This is an optimization exercise on Yosys and OpenROAD, whose aim is small area, not a production implementation.
The RTL was checked by simulation tests, not by an equivalence proof against the original design.
Power is estimated from default activity; no workload was simulated.

==> flow/design.v (excerpt) <==
module driver_top (
  input  logic        clock,
  input  logic        reset_i,
  input  logic        sclk_i,
  input  logic        mosi_i,
  input  logic        ss_n_i,
  input  logic        control_trigger_i,
  input  logic        latch_data_i,
  output logic [19:0] driver_io_o,
  output logic [19:0] driver_oeb_o,
  output logic        update_cycle_complete_o
);
For scale: about 1,800 cells after synthesis, about 1,100 flip-flops.
export LEC_CHECK = 0
export CAP_MARGIN = 20
export CORE_MARGIN = 2
export CORE_UTILIZATION = 70
export SLEW_MARGIN = 20
export SYNTH_HIERARCHICAL = 1
export BUFFER_PORTS_ARGS = -buffer_cell sky130_fd_sc_hd__buf_1
export CTS_ARGS = -sink_clustering_enable -repair_clock_nets -sink_clustering_size 30 -sink_clustering_max_diameter 60 -buf_list sky130_fd_sc_hd__clkbuf_16 -dont_use_dummy_load
create_clock -name core_clock -period 4.0 [get_ports {clock}]
standard.sh (not shown) runs the stock make flow with config.mk's settings and CLKGATE_MAP_FILE= SYNTH_SCRIPT=/design/flow/synth_recipe.tcl, a recipe that flattens the netlist after the stock synthesis.
==> flow/flow/run.sh <==
#!/bin/bash
set -e
cat >> config.mk <<'EOF'
export BUFFER_PORTS_ARGS = -buffer_cell sky130_fd_sc_hd__buf_1
export CTS_ARGS = -sink_clustering_enable -repair_clock_nets -sink_clustering_size 30 -sink_clustering_max_diameter 60 -buf_list sky130_fd_sc_hd__clkbuf_16 -dont_use_dummy_load
EOF
bash standard.sh > standard.log 2>&1
The first run completed with no timing, DRC or antenna violations.
Then changed:
--- a/flow/design.v
+++ b/flow/design.v
@@ -30,82 +30,82 @@
     sclk_prev <= sclk_s; ss_n_prev <= ss_n_s;
     trig_prev <= trig_s; latch_prev <= latch_s;
   end
   always_ff @(posedge clock) begin
     if (reset_i) trig_s <= 1'b0;
     else         trig_s <= trig_m;
   end
   logic sclk_rise, frame_end, trig_rise, latch_rise;
   assign sclk_rise  = sclk_s & ~sclk_prev;
   assign frame_end  = ss_n_s & ~ss_n_prev;
   assign trig_rise  = trig_s & ~trig_prev;
   assign latch_rise = latch_s & ~latch_prev;
-  logic [5:0] bit_cnt;       
+  logic [5:0] bit_cnt;
   logic [7:0] c_oi;
-  logic [5:0] c_x;
-  logic [1:0] c_d;
+  logic [5:0] c_addr, c_dat;
   logic [3:0] c_opc, c_idx;
   always_ff @(posedge clock) begin
     if (reset_i || ss_n_s) begin
       bit_cnt <= '0;
-    end else if (sclk_rise && !(bit_cnt[5] && bit_cnt[0])) begin
+    end else if (sclk_rise && bit_cnt != 6'd63) begin
       bit_cnt <= bit_cnt + 1'b1;
     end
   end
   always_ff @(posedge clock) begin
     if (sclk_rise) begin
       if (bit_cnt[5:3] == 3'b000)
         c_oi <= {c_oi[6:0], mosi_s};
-      if ((bit_cnt[5:3] == 3'b001 || (bit_cnt[5:3] == 3'b011 && c_opc == 4'd3)) &&
-          (bit_cnt[2] || bit_cnt[1]))
-        c_x <= {c_x[4:0], mosi_s};
-      if (bit_cnt[5:1] == 5'b01111)
-        c_d <= {c_d[0], mosi_s};
+      if (bit_cnt[5:3] == 3'b001 && (bit_cnt[2] || bit_cnt[1]))
+        c_addr <= {c_addr[4:0], mosi_s};
+      if (bit_cnt[5:3] == 3'b011 && (bit_cnt[2] || bit_cnt[1]))
+        c_dat <= {c_dat[4:0], mosi_s};
     end
   end
   assign c_opc = c_oi[7:4];
   assign c_idx = c_oi[3:0];
   localparam logic [1:0] T_NONE = 2'd0, T_WR = 2'd1, T_INV = 2'd2, T_LEN = 2'd3;
   logic       w_valid;
   logic [1:0] w_typ;
   logic [3:0] w_idx;
   logic [5:0] w_x;
   logic [1:0] w_dat;
   logic       take;
   logic       word_in;
   logic       c_idx_ok;
   logic [1:0] c_typ;
-  assign word_in  = frame_end && !w_valid && bit_cnt[5] && !bit_cnt[0];
+  logic [5:0] c_lm1;
+  assign word_in  = frame_end && !w_valid && bit_cnt == 6'd32;
   assign c_idx_ok = c_idx < 4'd10;
+  assign c_lm1    = (c_dat == 6'd0 || c_dat > 6'd48) ? 6'd47 : c_dat - 1'b1;
   always_comb begin
     c_typ = T_NONE;
-    if (c_opc == 4'd1 && c_idx_ok && c_x < 6'd48)    c_typ = T_WR;
+    if (c_opc == 4'd1 && c_idx_ok && c_addr < 6'd48) c_typ = T_WR;
     if (c_opc == 4'd2 && c_idx_ok)                   c_typ = T_INV;
     if (c_opc == 4'd3)                               c_typ = T_LEN;
   end
   always_ff @(posedge clock) begin
     if (reset_i) begin
       w_valid <= 1'b0;
     end else if (w_valid) begin
       if (take) w_valid <= 1'b0;
     end else if (word_in) begin
       w_valid <= 1'b1;
     end
   end
   always_ff @(posedge clock) begin
     if (word_in) begin
       w_typ <= c_typ;
       w_idx <= c_idx;
-      w_x   <= c_x;
-      w_dat <= c_d;
+      w_x   <= (c_opc == 4'd3) ? c_lm1 : c_addr;
+      w_dat <= c_dat[1:0];
     end
   end
   logic       clear_active;
   logic [2:0] u_hi, u_lo;
   logic       play;
   logic [5:0] pa;            
   logic [5:0] lm1;           
   logic [9:0] inv;
   assign take = w_valid & ~clear_active & ~play;
   logic [2:0] u_hi_nx, u_lo_nx;
   always_comb begin
     u_lo_nx = u_lo + 1'b1;
@@ -120,25 +120,25 @@
     u_hi <= u_hi_nx;
     u_lo <= u_lo_nx;
     if (reset_i) begin
       clear_active <= 1'b1;
     end else if (u_lo == 3'd7 && u_hi == 3'd5) begin
       clear_active <= 1'b0;
     end
   end
   always_ff @(posedge clock) begin
     if (reset_i) begin
       lm1 <= 6'd47;
     end else if (take) begin
-      if (w_typ == T_LEN) lm1 <= (w_x == 6'd0 || w_x > 6'd48) ? 6'd47 : w_x - 1'b1;
+      if (w_typ == T_LEN) lm1 <= w_x;
     end
   end
   always_ff @(posedge clock) begin
     for (int g = 0; g < 10; g++) begin
       if (reset_i || (take && w_typ == T_INV && w_idx == 4'(g))) inv[g] <= w_dat[0] & ~reset_i;
     end
   end
   logic       play_nx, done_nx;
   logic [5:0] pa_nx;
   always_comb begin
     play_nx = play;
     pa_nx   = pa;
Total power stays flat.
Wire length rises by about 0.7%.
Design area rose by about 0.9%.
Setup slack gets worse by 65 ps.
Worst hold slack gets worse by 13 ps.
Area after synthesis increases by about 0.9%.
Global-route usage grows by 0.23 points.
Register-to-register slack gets worse by 70 ps.

[port drivers added, routing unchanged]
In the flow no input, the clock included, has a driving cell. The finished layouts below were timed again as built, in two steps. Step 1, drivers: a clkbuf_16 drives clock and a buf_2 each remaining input, both assumed. Step 2 also shifts input and output timing later by t, the mid clock arrival at the registers, as if the neighbouring blocks saw the same clock. Slacks: ideal / step 1 / step 2; pairs: ideal / step 1.
| run | t, ns | slack for setup (ns) | pins driven straight from the clock port |
|---|---|---|---|
| the first run | 0.635 | 0.318 / 0.318 / 0.250 | 1 |
| the second run | 0.645 | 0.253 / 0.253 / 0.148 | 1 |
After both steps every run listed still meets setup and hold. For the second run, which loses most, drivers alone change the setup slack by 0.000 ns; drivers and shift together by -0.105 ns.
